Background: an optimization exercise with open tools, aiming at a short achievable clock period. Do not read the settings as production practice. The RTL was checked by simulation tests, not by an equivalence proof against the original design. The clock input has no modelled driver; a real chip could not lean on it and would need a root buffer or a full tree.

// vector_unit_top
module vector_unit_top (
    input  logic                  clk_i,
    input  logic                  rst_n_i,
    input  logic                  wb_cyc_i,
    input  logic                  wb_stb_i,
    input  logic                  wb_we_i,
    input  logic [5-1:0] wb_adr_i,
    input  logic [32-1:0] wb_dat_i,
    input  logic [3:0]            wb_sel_i,
    output logic [32-1:0] wb_dat_o,
    output logic                  wb_ack_o
);
    localparam int P_CA16 = 0;    
    localparam int P_CA8  = 1;    
    localparam int P_CS16 = 2;    
    localparam int P_CS8  = 3;    
    localparam int P_SL16 = 4;
    localparam int P_SL8  = 5;
    localparam int P_SR16 = 6;
    localparam int P_SR8  = 7;
    localparam int P_FL16 = 8;    
    localparam int P_FL8  = 9;
    localparam int NP     = 10;
    logic        ack_q, ack_i;
    logic        wsa_q, wsb_q, wsc_q;
    logic [3:0]  wscc_q;
    logic        wr_opa_q, wr_opb_q, wr_ctrl_q;
    logic        opa_v, opb_v, res_v;
    logic [31:0] opa_q, opb_q, result_q;
    logic [7:0]  nib_q;
    logic [31:0] opas_q, opac_q, opbc_q;
    logic [5:0]  ctrl_q;
    logic        ovf_q;
    logic [3:0]  mag_q;
    logic [15:0] oh16_q, th16_q;
    logic [7:0]  oh8_q, th8_q;
    logic [63:0] shc_q;
    logic [31:0] presl16_q, presl8_q, presr16_q, presr8_q;
    logic [31:0] precy_a16_q, precy_a8_q, precy_s16_q, precy_s8_q, prexor_q;
    logic [31:0] prefl16_q, prefl8_q;
    logic        dc_add_q, dc_add1_q, dc_round_q, dc_shsat_q, dc_addsat_q, dc_go_q;
    logic        e16_s;
    logic [3:0]  wrc_q, pgo_q;
    assign wr_opa_q  = ack_i & wsa_q;
    assign wr_opb_q  = ack_i & wsb_q;
    assign wr_ctrl_q = ack_i & wsc_q;
    assign wrc_q     = {4{ack_i}} & wscc_q;
    logic [NP-1:0] pk_q [4];
    logic [3:0]  a2c_q, sub2c_q;
    logic [3:0]  rr_q, hh1_q, hh0_q;
    logic [3:0]  a2c8_q, sub2c8_q, rr8_q;
    logic        e16_2, v2_q;
    logic [3:0]  e16c2_q;
    logic req;
    assign req      = wb_cyc_i && wb_stb_i && !ack_i;
    assign wb_ack_o = ack_q;
    logic ack_d;
    vu_cp #(.W(1)) ackcp_i (.d(req), .y(ack_d));
    logic [31:0] rdata;
    vu_rmux rmux_i (
        .adr  (wb_adr_i),
        .opa  (opa_q & {32{opa_v}}),
        .opb  (opb_q & {32{opb_v}}),
        .ctrl (ctrl_q),
        .res  (result_q & {32{res_v}}),
        .ovf  (ovf_q),
  ...
For scale: about 3900 cells after synthesis, about 79 I/O pins, about 0.037 mm² of cells after synthesis.
Settings: LEC_CHECK=0, CAP_MARGIN=20, CORE_MARGIN=2, CORE_UTILIZATION=55, SETUP_SLACK_MARGIN=2.4, SLEW_MARGIN=20, SYNTH_HIERARCHICAL=1; clock period 4.0 ns.
standard.sh (not shown) runs the stock make flow with config.mk's settings and CLKGATE_MAP_FILE= SYNTH_SCRIPT=/design/flow/synth_recipe.tcl, a recipe that flattens the netlist after the stock synthesis.
==> flow/flow/run.sh <==
#!/bin/bash
# Own layout flow: the standard flow (standard.sh) for every step, with
# the clock tree that CTS builds swapped, inside the CTS step, for a
# two-level clock-inverter tree (post_cts.tcl sources clocktree.tcl), then
# legalized and repaired again. Each step's output goes to a log file here.
set -eo pipefail
cd "$(dirname "$0")/.."
flowdir=$(pwd)/flow
bash standard.sh synth > synth.log 2>&1
bash standard.sh floorplan place > place.log 2>&1
bash standard.sh POST_CTS_TCL="$flowdir/post_cts.tcl" cts > cts.log 2>&1
bash standard.sh finish > finish.log 2>&1
Other scripts of this flow, unchanged in this note and not shown: flow/flow/clocktree.tcl, flow/flow/post_cts.tcl
Change:
--- a/flow/design.v
+++ b/flow/design.v
@@ -393,16 +393,14 @@
     localparam int P_SL8  = 5;
     localparam int P_SR16 = 6;
     localparam int P_SR8  = 7;
     localparam int P_FL16 = 8;    
     localparam int P_FL8  = 9;
     localparam int NP     = 10;
     logic        ack_q, ack_i;
-    logic        wsa_q, wsb_q, wsc_q;
-    logic [3:0]  wscc_q;
     logic        wr_opa_q, wr_opb_q, wr_ctrl_q;
     logic        opa_v, opb_v, res_v;
     logic [31:0] opa_q, opb_q, result_q;
     logic [7:0]  nib_q;
     logic [31:0] opas_q, opac_q, opbc_q;
     logic [5:0]  ctrl_q;
     logic        ovf_q;
@@ -412,18 +410,14 @@
     logic [63:0] shc_q;
     logic [31:0] presl16_q, presl8_q, presr16_q, presr8_q;
     logic [31:0] precy_a16_q, precy_a8_q, precy_s16_q, precy_s8_q, prexor_q;
     logic [31:0] prefl16_q, prefl8_q;
     logic        dc_add_q, dc_add1_q, dc_round_q, dc_shsat_q, dc_addsat_q, dc_go_q;
     logic        e16_s;
     logic [3:0]  wrc_q, pgo_q;
-    assign wr_opa_q  = ack_i & wsa_q;
-    assign wr_opb_q  = ack_i & wsb_q;
-    assign wr_ctrl_q = ack_i & wsc_q;
-    assign wrc_q     = {4{ack_i}} & wscc_q;
     logic [NP-1:0] pk_q [4];
     logic [3:0]  a2c_q, sub2c_q;
     logic [3:0]  rr_q, hh1_q, hh0_q;
     logic [3:0]  a2c8_q, sub2c8_q, rr8_q;
     logic        e16_2, v2_q;
     logic [3:0]  e16c2_q;
     logic req;
@@ -614,55 +608,59 @@
             sel16_d[4+k] = (mag_d[3:2] == 2'(k));
         end
         sel8_d = {2'b00, mag_d[2], !mag_d[2], sel16_d[3:0]};
     end
     for (genvar k = 0; k < 8; k++) begin : g_shc
         vu_cp #(.W(8)) cp_i (.d((k % 2 == 0) ? sel16_d : sel8_d), .y(shc_d[8*k +: 8]));
     end
-    logic          wsc_d;
-    logic [3:0]    wscc_d, pgo_d, a2c_d, sub2c_d, e16c2_d, a2c8_d, sub2c8_d, rr8_d;
+    logic          wr_ctrl_d;
+    logic [3:0]    wrc_d, pgo_d, a2c_d, sub2c_d, e16c2_d, a2c8_d, sub2c8_d, rr8_d;
     logic [NP-1:0] pk_cd [4];
-    assign wsc_d = wb_we_i && (wb_adr_i == 5'h08);
+    assign wr_ctrl_d = req && wb_we_i && (wb_adr_i == 5'h08);
     for (genvar k = 0; k < 4; k++) begin : g_cp
-        vu_cp #(.W(1))  wscc_i (.d(wsc_d), .y(wscc_d[k]));
+        vu_cp #(.W(1))  wrc_i  (.d(wr_ctrl_d), .y(wrc_d[k]));
         vu_cp #(.W(1))  pgo_i  (.d(dc_add | dc_sll | dc_sr), .y(pgo_d[k]));
         vu_cp #(.W(NP)) pk_i   (.d(pk_d), .y(pk_cd[k]));
         vu_cp #(.W(1))  a2c_i  (.d(g_go & dc_add_q & !dc_add1_q), .y(a2c_d[k]));
         vu_cp #(.W(1))  sub2c_i(.d(g_add1), .y(sub2c_d[k]));
         vu_cp #(.W(1))  a2c8_i (.d(g_go & dc_add_q & !dc_add1_q), .y(a2c8_d[k]));
         vu_cp #(.W(1))  sub2c8_i(.d(g_add1), .y(sub2c8_d[k]));
         vu_cp #(.W(1))  rr8_i  (.d(rnd_w[k] & g_round), .y(rr8_d[k]));
         vu_cp #(.W(1))  e16c2_i(.d(e16_s), .y(e16c2_d[k]));
     end
     always_ff @(posedge clk_i or negedge rst_n_i) begin
         if (!rst_n_i) begin
             ack_q     <= 1'b0;
             ack_i     <= 1'b0;
+            wr_opa_q  <= 1'b0;
+            wr_opb_q  <= 1'b0;
+            wr_ctrl_q <= 1'b0;
+            wrc_q     <= '0;
             opa_v     <= 1'b0;
             opb_v     <= 1'b0;
             res_v     <= 1'b0;
             v2_q      <= 1'b0;
             ctrl_q    <= '0;
             ovf_q     <= 1'b0;
         end else begin
             ack_q     <= ack_d;
             ack_i     <= req;
+            wr_opa_q  <= req && wb_we_i && (wb_adr_i == 5'h00);
+            wr_opb_q  <= req && wb_we_i && (wb_adr_i == 5'h04);
+            wr_ctrl_q <= wr_ctrl_d;
+            wrc_q     <= wrc_d;
             opa_v     <= opa_v | wr_opa_q;
             opb_v     <= opb_v | wr_opb_q;
             res_v     <= res_v | g_go;
             v2_q      <= g_go;
             if (wr_ctrl_q) ctrl_q <= wb_dat_i[5:0];
             if (v2_q) ovf_q <= |hit;
         end
     end
     always_ff @(posedge clk_i) begin
-        wsa_q       <= wb_we_i && (wb_adr_i == 5'h00);
-        wsb_q       <= wb_we_i && (wb_adr_i == 5'h04);
-        wsc_q       <= wsc_d;
-        wscc_q      <= wscc_d;
         opa_q       <= opa_d;
         opb_q       <= opb_d;
         opas_q      <= opas_d;
         opac_q      <= opac_d;
         opbc_q      <= opbc_d;
         result_q    <= result_d;
         nib_q       <= nib_d;
Clock skew is higher by 0.0064 ns.
Area after synthesis hardly moves.
Core utilization went down by 0.82 points.
Die area hardly moves.
Fmax grows slightly.
Wire length went down slightly.
Sequential cell count is unchanged.
No run of this note takes its clock network from TritonCTS; it comes from the design's own scripts or RTL.

==> port drivers added, routing unchanged <==
The flow's constraints put no driver on any port. The routed layouts listed below were extracted and timed again, unchanged, in two steps. Step 1, drivers: a clkbuf_16 drives clk_i and a buf_2 each remaining input, both assumed. Step 2 times the ports against the registers' clock, not the clock port: input delays grow and output delays shrink by t, the midpoint of the rising clock arrivals with the driver on. Slacks: ideal / step 1 / step 2; pairs: ideal / step 1.
| run | t, ns | setup WS [ns] | clock arrival spread, ns |
|---|---|---|---|
| the first run | 0.573 | 2.241 / 2.121 / 2.017 | 0.024 / 0.025 |
| the second run | 0.574 | 2.271 / 2.003 / 2.016 | 0.032 / 0.033 |
After both steps setup and hold are still met in every run listed. The setup slack of the second run, which loses most, moves by -0.268 ns with the drivers and by -0.255 ns with both steps.
